Source: an optimization exercise on an open RTL-to-GDS flow (aim: small area, a short achievable clock period and few clock cycles per item). Production flows keep margins and buffers that such runs may drop.
Function was checked by simulation only, so behaviour that the tests miss may differ from the original.
No activity file was given, so power comes from the tool's default toggle rates.

==> wip/delta <==
## cad_top
module cad_top #(
  parameter int IMG_SIDE = 8,
  parameter int IMG_COUNT = 2,
  parameter int KER_COUNT = 2,
  localparam int IMG_IDX_W = (IMG_COUNT > 1) ? $clog2(IMG_COUNT) : 1,
  localparam int KER_IDX_W = (KER_COUNT > 1) ? $clog2(KER_COUNT) : 1
) (
  input  logic                 clk,
  input  logic                 rst_n,
  input  logic                 i_in_valid,
  input  cad_pkg::data_t       i_matrix,
  input  logic                 i_start,
  input  logic [IMG_IDX_W-1:0] i_img_idx,
  input  logic [KER_IDX_W-1:0] i_ker_idx,
  output logic                 o_busy,
  output logic                 o_out_valid,
  output logic                 o_out_value
);
export LEC_CHECK = 0
export CAP_MARGIN = 20
export CORE_MARGIN = 2
export CORE_UTILIZATION = 40
export PLACE_DENSITY = 0.6
export SLEW_MARGIN = 20
create_clock -name core_clock -period 12.0 [get_ports {clk}]
run.sh (not shown) runs the stock make flow with config.mk's settings and CLKGATE_MAP_FILE= SYNTH_SCRIPT=/design/flow/synth_recipe.tcl, a recipe that flattens the netlist after the stock synthesis.
==> wip/amber (differences from wip/delta) <==
--- a/flow/design.v
+++ b/flow/design.v
@@ -16,11 +16,10 @@
   input  logic [7:0]      i_matrix,
   input  logic            i_img_sel,
   input  logic            i_ker_sel,
   input  logic [1:0]      i_islot,    
   input  logic [1:0]      i_rbase,
-  input  logic [2:0]      i_kslot,
   output logic [2:0]      o_ph8,
   output logic [2:0]      o_ph5,
   output logic            o_pending,
   output logic [4:0][7:0] o_pix,
   output logic [4:0][7:0] o_ker
@@ -80,23 +79,36 @@
   assign krow_w = wrg[0] ? 4'(wy) + 4'd5 : 4'(wy);
   logic [2:0] icx;
   logic [2:0] kcx;
   logic       ic_go;
   logic       kc_go;
-  logic [3:0] ic_row;
-  logic [3:0] kc_row;
-  logic [7:0] ic_d;
-  logic [7:0] kc_d;
-  assign icx = ph8_n;
-  assign kcx = ph5_n;
+  logic       ins_i_go;
+  logic       ins_k_go;
+  logic [3:0] ins_i_row;
+  logic [3:0] ins_k_row;
+  logic [7:0] ins_i_d;
+  logic [7:0] ins_k_d;
+  assign icx = ph8 + 3'd2;
+  assign kcx = (ph5 == 3'd3) ? 3'd0 : (ph5 == 3'd4) ? 3'd1 : ph5 + 3'd2;
   assign ic_go = iv[icx];
   assign kc_go = kv[kcx];
-  assign ic_d = ib[icx];
-  assign kc_d = kb[kcx];
-  assign ic_row = (ip[icx] == irow[0]) ? irow : irow - 1'b1;
-  assign kc_row = (kp[kcx] == krow[0]) ? krow :
-                  (krow == 4'd0) ? 4'd9 : krow - 1'b1;
+  always_ff @(posedge clk or negedge rst_n) begin
+    if (!rst_n) begin
+      ins_i_go <= 1'b0;
+      ins_k_go <= 1'b0;
+    end else begin
+      ins_i_go <= ic_go;
+      ins_k_go <= kc_go;
+    end
+  end
+  always_ff @(posedge clk) begin
+    ins_i_row <= (ip[icx] == irow[0]) ? irow : irow - 1'b1;
+    ins_k_row <= (kp[kcx] == krow[0]) ? krow :
+                 (krow == 4'd0) ? 4'd9 : krow - 1'b1;
+    ins_i_d <= ib[icx];
+    ins_k_d <= kb[kcx];
+  end
   always_ff @(posedge clk or negedge rst_n) begin
     if (!rst_n) begin
       iv <= '0;
       kv <= '0;
     end else begin
@@ -134,32 +146,31 @@
     end
     if (i_in_valid && wrg[1]) begin
       krow <= krow_w;
     end
   end
-  assign o_pending = |iv || |kv;
+  assign o_pending = |iv || |kv || ins_i_go || ins_k_go;
   always_ff @(posedge clk) begin
     for (int g = 0; g < 2; g++) begin
       for (int y = 0; y < 8; y++) begin
         for (int s = 1; s < 8; s++) begin
           img[g][y][s] <= img[g][y][s-1];
         end
-        img[g][y][0] <= (ic_go && ic_row == {1'(g), 3'(y)}) ? ic_d : img[g][y][7];
+        img[g][y][0] <= (ins_i_go && ins_i_row == {1'(g), 3'(y)}) ? ins_i_d : img[g][y][7];
       end
     end
     for (int k = 0; k < 2; k++) begin
       for (int y = 0; y < 5; y++) begin
         for (int s = 1; s < 5; s++) begin
           ker[k][y][s] <= ker[k][y][s-1];
         end
-        ker[k][y][0] <= (kc_go && kc_row == 4'(k * 5 + y)) ? kc_d : ker[k][y][4];
+        ker[k][y][0] <= (ins_k_go && ins_k_row == 4'(k * 5 + y)) ? ins_k_d : ker[k][y][4];
       end
     end
   end
   logic [1:0][7:0][7:0] m1;   
   logic [7:0][7:0] rowv;      
-  logic [1:0][4:0][7:0] k1;   
   always_comb begin
     for (int g = 0; g < 2; g++) begin
       for (int y = 0; y < 8; y++) begin
         case (i_islot)
           2'd0: m1[g][y] = img[g][y][0];
@@ -178,22 +189,12 @@
         2'd1: o_pix[i] = rowv[i+1];
         2'd2: o_pix[i] = rowv[i+2];
         default: o_pix[i] = rowv[i+3];
       endcase
     end
-    for (int k = 0; k < 2; k++) begin
-      for (int y = 0; y < 5; y++) begin
-        case (i_kslot[1:0])
-          2'd0: k1[k][y] = i_kslot[2] ? ker[k][y][4] : ker[k][y][0];
-          2'd1: k1[k][y] = ker[k][y][1];
-          2'd2: k1[k][y] = ker[k][y][2];
-          default: k1[k][y] = ker[k][y][3];
-        endcase
-      end
-    end
     for (int y = 0; y < 5; y++) begin
-      o_ker[y] = i_ker_sel ? k1[1][y] : k1[0][y];
+      o_ker[y] = i_ker_sel ? ker[1][y][0] : ker[0][y][0];
     end
   end
 endmodule
 `timescale 1ns/10ps
 module window_sequencer (
@@ -209,11 +210,10 @@
   output logic       o_busy,
   output logic       o_img_sel,
   output logic       o_ker_sel,
   output logic [1:0] o_islot,
   output logic [1:0] o_rbase,
-  output logic [2:0] o_kslot,
   output logic       o_v,
   output logic       o_first,
   output logic       o_last,
   output logic       o_bfirst,
   output logic       o_blast,
@@ -230,11 +230,11 @@
   logic [2:0] ph8_n;
   logic [2:0] ph5_n;
   logic       start_ok;
   logic       go;
   assign start_ok = i_start && !o_busy;
-  assign go = (start_ok || wt) && !i_pending;
+  assign go = (start_ok || wt) && !i_pending && (ph5_n == 3'd0);
   assign n_nxt = n + 1'b1;
   assign ph8_n = i_ph8 + 1'b1;
   assign ph5_n = (i_ph5 == 3'd4) ? 3'd0 : i_ph5 + 1'b1;
   assign o_rbase = {n[3], n[1]};
   assign o_islot = islot[2:1];
@@ -281,21 +281,19 @@
       mirror <= 1'b0;
       n <= '0;
       j <= '0;
       xcol <= '0;
       islot <= '0;
-      o_kslot <= '0;
     end else begin
       xcol <= go ? {2'b0, ph8_n[0]} : xcol_run;
       islot <= go ? islot_go : islot_run;
       if (go) begin
         wt <= 1'b0;
         run <= 1'b1;
         mirror <= ph8_n[0];
         n <= '0;
         j <= '0;
-        o_kslot <= ph5_n;
       end else if (start_ok) begin
         wt <= 1'b1;
       end else if (run) begin
         if (o_last) begin
           j <= '0;
@@ -2610,11 +2608,10 @@
 );
   logic img_sel;
   logic ker_sel;
   logic [1:0] islot;
   logic [1:0] rbase;
-  logic [2:0] kslot;
   logic [2:0] ph8;
   logic [2:0] ph5;
   logic pending;
   logic [4:0][7:0] pix;
   logic [4:0][7:0] kv;
@@ -2630,11 +2627,10 @@
     .i_matrix  (i_matrix),
     .i_img_sel (img_sel),
     .i_ker_sel (ker_sel),
     .i_islot   (islot),
     .i_rbase   (rbase),
-    .i_kslot   (kslot),
     .o_ph8     (ph8),
     .o_ph5     (ph5),
     .o_pending (pending),
     .o_pix     (pix),
     .o_ker     (kv)
@@ -2652,11 +2648,10 @@
     .o_busy   (o_busy),
     .o_img_sel(img_sel),
     .o_ker_sel(ker_sel),
     .o_islot  (islot),
     .o_rbase  (rbase),
-    .o_kslot  (kslot),
     .o_v      (s_v),
     .o_first  (s_first),
     .o_last   (s_last),
     .o_bfirst (s_bfirst),
     .o_blast  (s_blast),
CORE_UTILIZATION = 60   (was 40)
CTS_BUF_LIST = sky130_fd_sc_hd__clkbuf_16   (was unset)
CTS_CLUSTER_DIAMETER = 100   (was unset)
CTS_CLUSTER_SIZE = 30   (was unset)
PLACE_DENSITY = 0.72   (was 0.6)
==> summary of the runs <==
Via count: wip/delta is larger than wip/amber (11%).
Between wip/amber and wip/delta, the lower worst hold slack is in wip/delta (gap 0.022 ns).
Between wip/delta and wip/amber, the lower total power is in wip/amber (gap 34%, measured against wip/amber).
Worst setup slack: wip/amber is higher than wip/delta (0.11 ns).
Against wip/amber, the final area of wip/delta is higher by about 12%.
Between wip/delta and wip/amber, the lower clock-buffer cell count is in wip/amber (gap 174).
In wip/amber the maximum frequency is higher than in wip/delta, by 2.8%.
In wip/delta the global-route usage is lower than in wip/amber, by 6.0 points.
Against wip/delta, the non-clock buffer count of wip/amber is lower by 3.
Testbench counts of wip/delta, summed over its fixed seeds: cycles 6,504, jobs 48.
Testbench counts of wip/amber, summed over its fixed seeds: cycles 6,504, jobs 48.


==> job 6045: inputs <==
Another version of the RTL of cad_top (not shown whole).
export LEC_CHECK = 0
export CAP_MARGIN = 20
export CORE_MARGIN = 2
export CORE_UTILIZATION = 60
export CTS_BUF_LIST = sky130_fd_sc_hd__clkbuf_16
export CTS_CLUSTER_DIAMETER = 80
export CTS_CLUSTER_SIZE = 25
export PLACE_DENSITY = 0.72
export SLEW_MARGIN = 20
create_clock -name core_clock -period 12.0 [get_ports {clk}]
==> job 7968 (differences from job 6045) <==
==> flow/flow/run.sh (new file) <==
#!/bin/bash
# Layout: the standard flow (standard synthesis, floorplan, placement, CTS,
# routing) on the design's constraints and clock period. The only change is
# the setup margin that ORFS's repair_timing aims for: it is raised so that the
# resizer also works on paths that already meet the 12 ns clock.
set -euo pipefail
if ! bash standard.sh SETUP_SLACK_MARGIN=8.5 finish > standard_flow.log 2>&1; then
  tail -n 40 standard_flow.log
  exit 1
fi
tail -n 5 standard_flow.log
==> flow/standard.sh (new file) <==
#!/bin/bash
# synth_recipe.tcl (not shown) runs the flow's synth.tcl, then flattens the netlist and writes it again
# the make line also repeats each setting of config.mk as NAME=value (left out here)
make -C /OpenROAD-flow-scripts/flow DESIGN_CONFIG=/design/flow/config.mk WORK_HOME=/design/flow/orfs CLKGATE_MAP_FILE= SYNTH_SCRIPT=/design/flow/synth_recipe.tcl "${@:-finish}"
removed: flow/run.sh
==> job 5901 (differences from job 6045) <==
==> flow/flow/run.sh (new file) <==
#!/bin/bash
# Layout: the standard flow (standard synthesis, floorplan, placement, CTS,
# routing) on the design's constraints and clock period. The only change is
# the setup margin that ORFS's repair_timing aims for: it is raised so that the
# resizer also works on paths that already meet the 12 ns clock.
set -euo pipefail
if ! bash standard.sh SETUP_SLACK_MARGIN=8.5 finish > standard_flow.log 2>&1; then
  tail -n 40 standard_flow.log
  exit 1
fi
tail -n 5 standard_flow.log
==> flow/standard.sh (new file) <==
#!/bin/bash
# synth_recipe.tcl (not shown) runs the flow's synth.tcl, then flattens the netlist and writes it again
# the make line also repeats each setting of config.mk as NAME=value (left out here)
make -C /OpenROAD-flow-scripts/flow DESIGN_CONFIG=/design/flow/config.mk WORK_HOME=/design/flow/orfs CLKGATE_MAP_FILE= SYNTH_SCRIPT=/design/flow/synth_recipe.tcl "${@:-finish}"
Settings changed: CTS_CLUSTER_DIAMETER 80 to 100, CTS_CLUSTER_SIZE 25 to 30.
removed: flow/run.sh
==> impl_metrics.yaml <==
setup_path:
  worst-setup-path-type: "reg -> out"
  cp_slowest_cell: "dfrtp_1"
  critPathLaunchType: "flip-flop"
  crit_path_start: "u_seq.o_busy"
  timing.rr.start: "u_mac.a_pix[17]"
  worst-path-max-fanout: 2
sta:
  slew_headroom_pct: 26.77
  grt_setup_unrepaired: "yes"
  worst_slew_pin_slew_ns: 1.097
detailed_routing:
  routed.top_layer: "met5"
global_route:
  grt.total_usage_pct: 22.74
  grt_max_degree: 60
final_layout:
  final_util_pct: 64.58
  buffer_area_share_pct: 0.6721
  fin_area_sq_um: 66650
run_status:
  status: "no timing/DRC/antenna violations"
power_and_ir_drop:
  total_power_mw: 14.77
place:
  place_ws_ns: 7.234
clock_tree:
  cts_buffers: 89
-- figures above: job 7968

==> impl_metrics.yaml <==
run_status:
  status: "no timing/DRC/antenna violations"
setup_path:
  worst-path-max-fanout: 12
  critPathLaunchType: "input pin"
  timing.rr.start: "u_seq.islot[1]"
  crit_path_start: "i_in_valid"
sta:
  worst_slew_pin_slew_ns: 1.107
  slew_headroom_pct: 25.59
  grt_setup_unrepaired: "no"
clock_tree:
  cts_buffers: 89
final_layout:
  final_util_pct: 64.40
  fin_area_sq_um: 66460
detailed_routing:
  routed.top_layer: "met4"
global_route:
  grt_max_degree: 102
  grt.total_usage_pct: 22.87
-- figures above: job 6045

==> impl_metrics.yaml <==
sta:
  grt_setup_unrepaired: "yes"
  worst_slew_pin_slew_ns: 1.104
  slew_headroom_pct: 26.29
setup_path:
  crit_path_start: "u_seq.o_busy"
  critPathLaunchType: "flip-flop"
  cp_slowest_cell: "dfrtp_1"
  timing.rr.start: "u_mac.a_ker[2]"
  worst-setup-path-type: "reg -> out"
run_status:
  status: "no timing/DRC/antenna violations"
global_route:
  grt_max_degree: 60
  grt.total_usage_pct: 22.54
clock_tree:
  cts_buffers: 75
power_and_ir_drop:
  total_power_mw: 14.50
place:
  place_ws_ns: 7.234
-- figures above: job 5901

Testbench counts of job 6045, summed over its fixed seeds: cycles 6,504, jobs 48.
Testbench counts of job 7968, summed over its fixed seeds: cycles 6,504, jobs 48.
Testbench counts of job 5901, summed over its fixed seeds: cycles 6,504, jobs 48.

-- afterwards: timing with drivers on the ports --
The flow's constraints put no driver on any port. The routed layouts listed below were extracted and timed again, unchanged, in two steps. Step 1 assumes that a clkbuf_16 drives the clock port and a buf_2 every other input. Step 2 adds t to the input delays and takes it off the output delays; t is the mean of the earliest and latest rising clock arrival at the registers after step 1. Input paths then give back, and output paths get back, about the clock's delay inside the block. Slacks: no drivers / after step 1 / after step 2; pairs: no drivers / after step 1.
| run | t (ns) | setup WS [ns] | worst data-port slew with drivers (ns) |
|---|---|---|---|
| wip/delta | 0.863 | 7.851 / 7.772 / 7.247 | 0.05 |
| wip/amber | 0.744 | 7.965 / 7.915 / 7.243 | 0.04 |
| job 6045 | 0.772 | 7.897 / 7.904 / 7.155 | 0.04 |
| job 7968 | 0.762 | 8.381 / 8.316 / 7.823 | 0.04 |
| job 5901 | 0.752 | 8.376 / 8.310 / 7.852 | 0.04 |
After both steps setup and hold are still met in every run listed. The setup slack of job 6045, which loses most, moves by +0.007 ns with the drivers and by -0.742 ns with both steps.
